From an optimization exercise on the open Yosys and OpenROAD flow, aimed at a short achievable clock period and few clock cycles per item; shortcuts taken in it are not production practice.
The RTL was checked by simulation tests, not by an equivalence proof against the original design.
No driver is modelled on the clock port, so clock power and skew are understated where the tree is cut down; a real chip needs a root buffer or a tree.
Power figures rest on the tool's default switching activity, not on a simulated workload.

// per_source_request_dedup_accumulator
module per_source_request_dedup_accumulator #(
  parameter int unsigned CLIENTS = psda_pkg::CLIENTS_DEF
) (
  input  wire logic                               clk,
  input  wire logic                               rst_n,
  input  wire logic                               in_valid,
  output logic                                    in_ready,
  input  wire logic                               in_operation,
  input  wire logic [psda_pkg::IP_W-1:0]          in_src_ip,
  input  wire logic [psda_pkg::PORT_W-1:0]        in_src_port,
  input  wire logic signed [psda_pkg::DATA_W-1:0] in_seq_num,
  input  wire logic signed [psda_pkg::DATA_W-1:0] in_value,
  input  wire logic [psda_pkg::DATA_W-1:0]        in_replica_count,
  input  wire logic signed [psda_pkg::DATA_W-1:0] in_replica_sum,
  output logic                                    out_valid,
  input  wire logic                               out_ready,
  output logic signed [psda_pkg::DATA_W-1:0]      out_ack_total,
  output logic [psda_pkg::DATA_W-1:0]             out_ack_count,
  output logic                                    out_is_duplicate,
  output logic                                    out_not_tracked
);
  localparam int unsigned W    = psda_pkg::DATA_W;
  localparam int unsigned AW   = psda_pkg::RB_AW;
  localparam int unsigned CAP  = psda_pkg::RB_CAP;
  localparam int unsigned RW   = 2 * W + 2;
  logic rst_q;
  always_ff @(posedge clk) begin
    rst_q <= rst_n;
  end
  logic                        in_ready_r;
  logic                        a_v;
  psda_pkg::op_t               a_op;
  logic [psda_pkg::IP_W-1:0]   a_ip;
  logic [psda_pkg::PORT_W-1:0] a_port;
  logic [W-1:0]                a_seq, a_val, a_rc, a_rs;
  always_ff @(posedge clk) begin
    if (!rst_n) begin
      a_v <= 1'b0;
    end else begin
      a_v <= in_valid && in_ready_r;
    end
  end
  always_ff @(posedge clk) begin
    a_op   <= psda_pkg::op_t'(in_operation);
    a_ip   <= in_src_ip;
    a_port <= in_src_port;
    a_seq  <= in_seq_num;
    a_val  <= in_value;
    a_rc   <= in_replica_count;
    a_rs   <= in_replica_sum;
  end
  logic                        b_v;
  psda_pkg::op_t               b_op;
  logic [psda_pkg::IP_W-1:0]   b_ip;
  logic [psda_pkg::PORT_W-1:0] b_port;
  logic [W-1:0]                b_seq, b_val, b_rc, b_rs;
  always_ff @(posedge clk) begin
    if (!rst_n) begin
  ...
export LEC_CHECK = 0
export ABC_CLOCK_PERIOD_IN_PS = 2000
export CAP_MARGIN = 20
export CORE_MARGIN = 2
export CORE_UTILIZATION = 60
export SETUP_SLACK_MARGIN = 5.0
export SLEW_MARGIN = 20
create_clock -name core_clock -period 7.5 [get_ports {clk}]
standard.sh (not shown) runs the stock make flow with config.mk's settings and CLKGATE_MAP_FILE= SYNTH_SCRIPT=/design/flow/synth_recipe.tcl, a recipe that flattens the netlist after the stock synthesis.
==> flow/flow/run.sh <==
#!/bin/bash
# The standard layout with two changes:
#  - the port buffers are sky130_fd_sc_hd__buf_4 rather than the small delay buffers
#    buffer_ports picks by default
#  - after CTS, flow/mycts.tcl rebuilds the clock tree as two levels of clkbuf_16
#    (4 roots on the clock port, 64 leaves each driving one cluster of flip-flops)
#    and repairs timing on it; TritonCTS's own repair is skipped, as it would work on
#    the tree that is then replaced
set -euo pipefail
export MYCTS_LEAVES=64
export MYCTS_ROOTS=4
bash standard.sh "BUFFER_PORTS_ARGS=-buffer_cell sky130_fd_sc_hd__buf_4" \
  "POST_CTS_TCL=$PWD/flow/mycts.tcl" SKIP_CTS_REPAIR_TIMING=1 finish > standard.log 2>&1
==> flow/flow/mycts.tcl <==
# POST_CTS hook: rebuild the clock tree of net clk as two levels of clkbuf_16: the clock port drives
# NROOT root buffers, each root drives the leaf buffers of its group, each leaf buffer
# drives one cluster of flip-flop clock pins (k-means on their locations).
proc mycts_build { nleaf nroot } {
  set block [ord::get_db_block]
  set db [ord::get_db]
  set clknet [$block findNet clk]
  # collect clock buffers (anything reached from clk through non-sequential cells) and sinks
  set sinks {}
  set bufs {}
  set todo [list $clknet]
  set seen [dict create]
  while {[llength $todo]} {
    set net [lindex $todo 0]
    set todo [lrange $todo 1 end]
    foreach it [$net getITerms] {
      if {![$it isInputSignal] && ![$it isClocked] && [$it getIoType] ne "INPUT"} { continue }
      set inst [$it getInst]
      set m [[$inst getMaster] getName]
      if {[$it isClocked] || [regexp {df|dl} $m] && ![regexp {dlybuf|dlygate} $m]} {
        lappend sinks $it
      } else {
        set iname [$inst getName]
        if {[dict exists $seen $iname]} { continue }
        dict set seen $iname 1
        lappend bufs $inst
        foreach ot [$inst getITerms] {
          if {[$ot isOutputSignal] && [$ot getNet] ne "NULL"} { lappend todo [$ot getNet] }
        }
      }
    }
  }
  puts "mycts: [llength $sinks] sinks, [llength $bufs] old clock cells"
  # remove old tree
  set oldnets {}
  foreach inst $bufs {
    foreach ot [$inst getITerms] {
      if {[$ot isOutputSignal] && [$ot getNet] ne "NULL"} { lappend oldnets [$ot getNet] }
    }
  }
  foreach inst $bufs { odb::dbInst_destroy $inst }
  foreach n $oldnets {
    foreach it [$n getITerms] { $it disconnect }
    odb::dbNet_destroy $n
  }
  # sink locations
  set pts {}
  foreach it $sinks {
    set inst [$it getInst]
    set bb [$inst getBBox]
    lappend pts [list [expr {([$bb xMin]+[$bb xMax])/2.0}] [expr {([$bb yMin]+[$bb yMax])/2.0}]]
  }
  set cl [mycts_kmeans $pts $nleaf]
  set cent [lindex $cl 0]
  set asg [lindex $cl 1]
  set master [$db findMaster sky130_fd_sc_hd__clkbuf_16]
  # roots: k-means over leaf centroids
  set rc [mycts_kmeans $cent $nroot]
  set rcent [lindex $rc 0]
  set rasg [lindex $rc 1]
  set rnets {}
  for {set r 0} {$r < $nroot} {incr r} {
    set inst [odb::dbInst_create $block $master "cts_root_$r"]
    set net [odb::dbNet_create $block "cts_root_net_$r"]
    $net setSigType CLOCK
    [$inst findITerm A] connect $clknet
    [$inst findITerm X] connect $net
    lassign [lindex $rcent $r] x y
    $inst setLocation [expr {int($x)}] [expr {int($y)}]
    $inst setPlacementStatus PLACED
    lappend rnets $net
  }
  set lnets {}
  for {set k 0} {$k < $nleaf} {incr k} {
    set inst [odb::dbInst_create $block $master "cts_leaf_$k"]
    set net [odb::dbNet_create $block "cts_leaf_net_$k"]
    $net setSigType CLOCK
    [$inst findITerm A] connect [lindex $rnets [lindex $rasg $k]]
    [$inst findITerm X] connect $net
    lassign [lindex $cent $k] x y
    $inst setLocation [expr {int($x)}] [expr {int($y)}]
    $inst setPlacementStatus PLACED
    lappend lnets $net
  }
  set i 0
  foreach it $sinks {
    $it disconnect
    $it connect [lindex $lnets [lindex $asg $i]]
    incr i
  }
  set counts {}
  for {set k 0} {$k < $nleaf} {incr k} { lappend counts [llength [[lindex $lnets $k] getITerms]] }
  puts "mycts: leaf loads $counts"
}

proc mycts_kmeans { pts k } {
  set n [llength $pts]
  # initial centroids: points spread by sorted order
  set sorted [lsort -real -index 0 $pts]
  set cent {}
  for {set i 0} {$i < $k} {incr i} {
    lappend cent [lindex $sorted [expr {int(($i + 0.5) * $n / $k)}]]
  }
  # better init: grid
  set xs [lmap p $pts {lindex $p 0}]
  set ys [lmap p $pts {lindex $p 1}]
  set x0 [tcl::mathfunc::min {*}$xs]; set x1 [tcl::mathfunc::max {*}$xs]
  set y0 [tcl::mathfunc::min {*}$ys]; set y1 [tcl::mathfunc::max {*}$ys]
  set g [expr {int(ceil(sqrt($k)))}]
  set cent {}
  for {set i 0} {$i < $k} {incr i} {
    set gx [expr {$i % $g}]; set gy [expr {$i / $g}]
    set gyn [expr {int(ceil(double($k)/$g))}]
    lappend cent [list [expr {$x0 + ($gx + 0.5) * ($x1 - $x0) / $g}] [expr {$y0 + ($gy + 0.5) * ($y1 - $y0) / $gyn}]]
  }
  set cap [expr {int(ceil(1.1 * $n / $k))}]
  for {set iter 0} {$iter < 30} {incr iter} {
    # capacity-limited assignment: points in order of best distance
    set cand {}
    set pi 0
    foreach p $pts {
      lassign $p px py
      set best {}
      set ci 0
      foreach c $cent {
        lassign $c cx cy
        lappend best [list [expr {abs($px-$cx)+abs($py-$cy)}] $ci]
        incr ci
      }
      set best [lsort -real -index 0 $best]
      lappend cand [list [lindex [lindex $best 0] 0] $pi $best]
      incr pi
    }
    set cnt [lrepeat $k 0]
    set asg [lrepeat $n 0]
    # assign points whose best choice is far first? simple: order by their best distance descending
    set order [lsort -real -index 0 $cand]
    foreach c $order {
      lassign $c d pi best
      foreach b $best {
        set ci [lindex $b 1]
        if {[lindex $cnt $ci] < $cap} {
          lset cnt $ci [expr {[lindex $cnt $ci] + 1}]
          lset asg $pi $ci
          break
        }
      }
    }
    set sx [lrepeat $k 0.0]; set sy [lrepeat $k 0.0]
    set i 0
    foreach p $pts {
      set ci [lindex $asg $i]
      lset sx $ci [expr {[lindex $sx $ci] + [lindex $p 0]}]
      lset sy $ci [expr {[lindex $sy $ci] + [lindex $p 1]}]
      incr i
    }
    set newc {}
    for {set ci 0} {$ci < $k} {incr ci} {
      set m [lindex $cnt $ci]
      if {$m > 0} {
        lappend newc [list [expr {[lindex $sx $ci] / $m}] [expr {[lindex $sy $ci] / $m}]]
      } else {
        lappend newc [lindex $cent $ci]
      }
    }
    set cent $newc
  }
  return [list $cent $asg]
}

# the tree TritonCTS built has three levels of buffers; this one has two, so every
# flip-flop's clock arrives earlier by about the delay of one buffer, with the same
# balance across flip-flops
mycts_build [expr {[info exists ::env(MYCTS_LEAVES)] ? $::env(MYCTS_LEAVES) : 64}] [expr {[info exists ::env(MYCTS_ROOTS)] ? $::env(MYCTS_ROOTS) : 4}]
log_cmd detailed_placement
log_cmd estimate_parasitics -placement
report_clock_latency -clock [all_clocks]
# the output ports' paths are the longest and cannot be repaired further, which makes
# repair_timing give up before it has worked on the paths between registers; so
# repair first with the output delay eased by 1 ns, then again with the real one
# (the SDC written after this step is the real one)
set mycts_clk [lindex [all_clocks] 0]
set mycts_od [expr {0.2 * [get_property $mycts_clk period]}]
set_output_delay [expr {$mycts_od - 1.0}] -clock $mycts_clk [all_outputs]
repair_timing_helper
set_output_delay $mycts_od -clock $mycts_clk [all_outputs]
repair_timing_helper
log_cmd detailed_placement
check_placement -verbose
Testbench counts at the start, summed over its fixed seeds: cycles 12,032, items 12,000.
Then changed:
--- a/flow/flow/mycts.tcl
+++ b/flow/flow/mycts.tcl
@@ -178,9 +177,0 @@
-# the output ports' paths are the longest and cannot be repaired further, which makes
-# repair_timing give up before it has worked on the paths between registers; so
-# repair first with the output delay eased by 1 ns, then again with the real one
-# (the SDC written after this step is the real one)
-set mycts_clk [lindex [all_clocks] 0]
-set mycts_od [expr {0.2 * [get_property $mycts_clk period]}]
-set_output_delay [expr {$mycts_od - 1.0}] -clock $mycts_clk [all_outputs]
-repair_timing_helper
-set_output_delay $mycts_od -clock $mycts_clk [all_outputs]
After rerunning: Power hardly moves. Routed wire length barely changes. Global-route usage went down by 0.13 points. Sequential power hardly moves. Combinational power hardly moves. Clock power stays flat. Setup slack improved by 0.017 ns. Design area stays flat. Final cell count barely changes. First-iteration DRC count decreases by 1.7%. Utilization stays flat.
In every run of this note, the design's own scripts or RTL, not TritonCTS, make the clock network.


Another version of the RTL of per_source_request_dedup_accumulator (not shown whole).
Size in the first run: ~250 I/O pins, ~68000 µm² of cells after synthesis.
Settings: LEC_CHECK=0, ABC_CLOCK_PERIOD_IN_PS=2000, CAP_MARGIN=20, CORE_MARGIN=2, CORE_UTILIZATION=60, SETUP_SLACK_MARGIN=5.0, SLEW_MARGIN=20; clock period 7.5 ns.
==> flow/flow/run.sh <==
#!/bin/bash
# The standard layout with two changes:
#  - the port buffers are sky130_fd_sc_hd__buf_4 rather than the small delay buffers
#    buffer_ports picks by default
#  - after CTS, flow/mycts.tcl rebuilds the clock tree as two levels of clkbuf_16
#    (4 roots on the clock port, 80 leaves each driving one cluster of flip-flops)
#    and repairs timing on it; TritonCTS's own repair is skipped, as it would work on
#    the tree that is then replaced
set -euo pipefail
export MYCTS_LEAVES=80
export MYCTS_ROOTS=4
bash standard.sh "BUFFER_PORTS_ARGS=-buffer_cell sky130_fd_sc_hd__buf_4" \
  "POST_CTS_TCL=$PWD/flow/mycts.tcl" SKIP_CTS_REPAIR_TIMING=1 finish > standard.log 2>&1
==> flow/flow/mycts.tcl <==
# POST_CTS hook: rebuild the clock tree of net clk as two levels of clkbuf_16: the clock port drives
# NROOT root buffers, each root drives the leaf buffers of its group, each leaf buffer
# drives one cluster of flip-flop clock pins (k-means on their locations).
proc mycts_build { nleaf nroot } {
  set block [ord::get_db_block]
  set db [ord::get_db]
  set clknet [$block findNet clk]
  # collect clock buffers (anything reached from clk through non-sequential cells) and sinks
  set sinks {}
  set bufs {}
  set todo [list $clknet]
  set seen [dict create]
  while {[llength $todo]} {
    set net [lindex $todo 0]
    set todo [lrange $todo 1 end]
    foreach it [$net getITerms] {
      if {![$it isInputSignal] && ![$it isClocked] && [$it getIoType] ne "INPUT"} { continue }
      set inst [$it getInst]
      set m [[$inst getMaster] getName]
      if {[$it isClocked] || [regexp {df|dl} $m] && ![regexp {dlybuf|dlygate} $m]} {
        lappend sinks $it
      } else {
        set iname [$inst getName]
        if {[dict exists $seen $iname]} { continue }
        dict set seen $iname 1
        lappend bufs $inst
        foreach ot [$inst getITerms] {
          if {[$ot isOutputSignal] && [$ot getNet] ne "NULL"} { lappend todo [$ot getNet] }
        }
      }
    }
  }
  puts "mycts: [llength $sinks] sinks, [llength $bufs] old clock cells"
  # remove old tree
  set oldnets {}
  foreach inst $bufs {
    foreach ot [$inst getITerms] {
      if {[$ot isOutputSignal] && [$ot getNet] ne "NULL"} { lappend oldnets [$ot getNet] }
    }
  }
  foreach inst $bufs { odb::dbInst_destroy $inst }
  foreach n $oldnets {
    foreach it [$n getITerms] { $it disconnect }
    odb::dbNet_destroy $n
  }
  # sink locations
  set pts {}
  foreach it $sinks {
    set inst [$it getInst]
    set bb [$inst getBBox]
    lappend pts [list [expr {([$bb xMin]+[$bb xMax])/2.0}] [expr {([$bb yMin]+[$bb yMax])/2.0}]]
  }
  set cl [mycts_kmeans $pts $nleaf]
  set cent [lindex $cl 0]
  set asg [lindex $cl 1]
  set master [$db findMaster sky130_fd_sc_hd__clkbuf_16]
  # roots: k-means over leaf centroids
  set rc [mycts_kmeans $cent $nroot]
  set rcent [lindex $rc 0]
  set rasg [lindex $rc 1]
  set rnets {}
  for {set r 0} {$r < $nroot} {incr r} {
    set inst [odb::dbInst_create $block $master "cts_root_$r"]
    set net [odb::dbNet_create $block "cts_root_net_$r"]
    $net setSigType CLOCK
    [$inst findITerm A] connect $clknet
    [$inst findITerm X] connect $net
    lassign [lindex $rcent $r] x y
    $inst setLocation [expr {int($x)}] [expr {int($y)}]
    $inst setPlacementStatus PLACED
    lappend rnets $net
  }
  set lnets {}
  for {set k 0} {$k < $nleaf} {incr k} {
    set inst [odb::dbInst_create $block $master "cts_leaf_$k"]
    set net [odb::dbNet_create $block "cts_leaf_net_$k"]
    $net setSigType CLOCK
    [$inst findITerm A] connect [lindex $rnets [lindex $rasg $k]]
    [$inst findITerm X] connect $net
    lassign [lindex $cent $k] x y
    $inst setLocation [expr {int($x)}] [expr {int($y)}]
    $inst setPlacementStatus PLACED
    lappend lnets $net
  }
  set i 0
  foreach it $sinks {
    $it disconnect
    $it connect [lindex $lnets [lindex $asg $i]]
    incr i
  }
  set counts {}
  for {set k 0} {$k < $nleaf} {incr k} { lappend counts [llength [[lindex $lnets $k] getITerms]] }
  puts "mycts: leaf loads $counts"
}

proc mycts_kmeans { pts k } {
  set n [llength $pts]
  # initial centroids: points spread by sorted order
  set sorted [lsort -real -index 0 $pts]
  set cent {}
  for {set i 0} {$i < $k} {incr i} {
    lappend cent [lindex $sorted [expr {int(($i + 0.5) * $n / $k)}]]
  }
  # better init: grid
  set xs [lmap p $pts {lindex $p 0}]
  set ys [lmap p $pts {lindex $p 1}]
  set x0 [tcl::mathfunc::min {*}$xs]; set x1 [tcl::mathfunc::max {*}$xs]
  set y0 [tcl::mathfunc::min {*}$ys]; set y1 [tcl::mathfunc::max {*}$ys]
  set g [expr {int(ceil(sqrt($k)))}]
  set cent {}
  for {set i 0} {$i < $k} {incr i} {
    set gx [expr {$i % $g}]; set gy [expr {$i / $g}]
    set gyn [expr {int(ceil(double($k)/$g))}]
    lappend cent [list [expr {$x0 + ($gx + 0.5) * ($x1 - $x0) / $g}] [expr {$y0 + ($gy + 0.5) * ($y1 - $y0) / $gyn}]]
  }
  set cap [expr {int(ceil(1.1 * $n / $k))}]
  for {set iter 0} {$iter < 30} {incr iter} {
    # capacity-limited assignment: points in order of best distance
    set cand {}
    set pi 0
    foreach p $pts {
      lassign $p px py
      set best {}
      set ci 0
      foreach c $cent {
        lassign $c cx cy
        lappend best [list [expr {abs($px-$cx)+abs($py-$cy)}] $ci]
        incr ci
      }
      set best [lsort -real -index 0 $best]
      lappend cand [list [lindex [lindex $best 0] 0] $pi $best]
      incr pi
    }
    set cnt [lrepeat $k 0]
    set asg [lrepeat $n 0]
    # assign points whose best choice is far first? simple: order by their best distance descending
    set order [lsort -real -index 0 $cand]
    foreach c $order {
      lassign $c d pi best
      foreach b $best {
        set ci [lindex $b 1]
        if {[lindex $cnt $ci] < $cap} {
          lset cnt $ci [expr {[lindex $cnt $ci] + 1}]
          lset asg $pi $ci
          break
        }
      }
    }
    set sx [lrepeat $k 0.0]; set sy [lrepeat $k 0.0]
    set i 0
    foreach p $pts {
      set ci [lindex $asg $i]
      lset sx $ci [expr {[lindex $sx $ci] + [lindex $p 0]}]
      lset sy $ci [expr {[lindex $sy $ci] + [lindex $p 1]}]
      incr i
    }
    set newc {}
    for {set ci 0} {$ci < $k} {incr ci} {
      set m [lindex $cnt $ci]
      if {$m > 0} {
        lappend newc [list [expr {[lindex $sx $ci] / $m}] [expr {[lindex $sy $ci] / $m}]]
      } else {
        lappend newc [lindex $cent $ci]
      }
    }
    set cent $newc
  }
  return [list $cent $asg]
}

# the tree TritonCTS built has three levels of buffers; this one has two, so every
# flip-flop's clock arrives earlier by about the delay of one buffer, with the same
# balance across flip-flops
mycts_build [expr {[info exists ::env(MYCTS_LEAVES)] ? $::env(MYCTS_LEAVES) : 80}] [expr {[info exists ::env(MYCTS_ROOTS)] ? $::env(MYCTS_ROOTS) : 4}]
log_cmd detailed_placement
log_cmd estimate_parasitics -placement
report_clock_latency -clock [all_clocks]
repair_timing_helper
log_cmd detailed_placement
check_placement -verbose
The first run completed with no timing, DRC or antenna violations.
Testbench counts at the start, summed over its fixed seeds: cycles 12,032, items 12,000.
Next try:
--- a/flow/flow/run.sh
+++ b/flow/flow/run.sh
@@ -6 +6 @@
-#    (4 roots on the clock port, 80 leaves each driving one cluster of flip-flops)
+#    (4 roots on the clock port, 64 leaves each driving one cluster of flip-flops)
@@ -10 +10 @@
-export MYCTS_LEAVES=80
+export MYCTS_LEAVES=64
--- a/flow/flow/mycts.tcl
+++ b/flow/flow/mycts.tcl
@@ -174 +174 @@
-mycts_build [expr {[info exists ::env(MYCTS_LEAVES)] ? $::env(MYCTS_LEAVES) : 80}] [expr {[info exists ::env(MYCTS_ROOTS)] ? $::env(MYCTS_ROOTS) : 4}]
+mycts_build [expr {[info exists ::env(MYCTS_LEAVES)] ? $::env(MYCTS_LEAVES) : 64}] [expr {[info exists ::env(MYCTS_ROOTS)] ? $::env(MYCTS_ROOTS) : 4}]
- The changed run completed without violations
- final area drops by 0.60%
- worst setup slack gets better by 0.024 ns
- combinational power stays flat
- clock skew drops by 0.030 ns
- die area does not change
Next try:
--- a/flow/flow/run.sh
+++ b/flow/flow/run.sh
@@ -6 +6 @@
-#    (4 roots on the clock port, 64 leaves each driving one cluster of flip-flops)
+#    (4 roots on the clock port, 80 leaves each driving one cluster of flip-flops)
@@ -10 +10 @@
-export MYCTS_LEAVES=64
+export MYCTS_LEAVES=80
--- a/flow/flow/mycts.tcl
+++ b/flow/flow/mycts.tcl
@@ -174 +174 @@
-mycts_build [expr {[info exists ::env(MYCTS_LEAVES)] ? $::env(MYCTS_LEAVES) : 64}] [expr {[info exists ::env(MYCTS_ROOTS)] ? $::env(MYCTS_ROOTS) : 4}]
+mycts_build [expr {[info exists ::env(MYCTS_LEAVES)] ? $::env(MYCTS_LEAVES) : 80}] [expr {[info exists ::env(MYCTS_ROOTS)] ? $::env(MYCTS_ROOTS) : 4}]
CORE_UTILIZATION = 70   (was 60)
Result: The changed run completed, yet does not pass: antenna rules. Via count rises by a few percent. Global-route usage grows by 4.6 points. Final area is about the same. Flip-flop and latch count stays the same. Synthesized cell count stays the same.
In every run of this note, the design's own scripts or RTL, not TritonCTS, make the clock network.

-- static timing again, ports no longer ideal --
Ports are ideal in the flow. The routed layouts listed here were re-timed in OpenROAD. Step 1, drivers: a clkbuf_16 drives clk and a buf_2 each remaining input, both assumed. Step 2 moves the port delays by t, midway between the first and last clock arrival at a register: inputs arrive t later, outputs are due t later. That takes back most of the time a late clock gives input paths. a / b / c = ideal ports / drivers / drivers and shift; a / b = the first two.
run | t, ns | setup WS [ns] | hold WS [ns] | worst data-port slew with drivers (ns)
the first run of note 1 | 0.675 | 4.914 / 4.777 / 4.457 | 0.310 / 0.310 / 0.310 | 0.13
the second run of note 1 | 0.674 | 4.931 / 4.769 / 4.377 | 0.311 / 0.311 / 0.311 | 0.12
the first run of note 2 | 0.699 | 4.931 / 4.769 / 4.553 | 0.321 / 0.321 / 0.321 | 0.15
the second run of note 2 | 0.684 | 4.955 / 4.808 / 4.494 | 0.320 / 0.320 / 0.320 | 0.15
the third run of note 2 | 0.706 | 4.905 / 4.782 / 4.547 | 0.313 / 0.313 / 0.313 | 0.12
For the second run of note 1, which loses most, drivers alone change the setup slack by -0.162 ns; drivers and shift together by -0.554 ns.
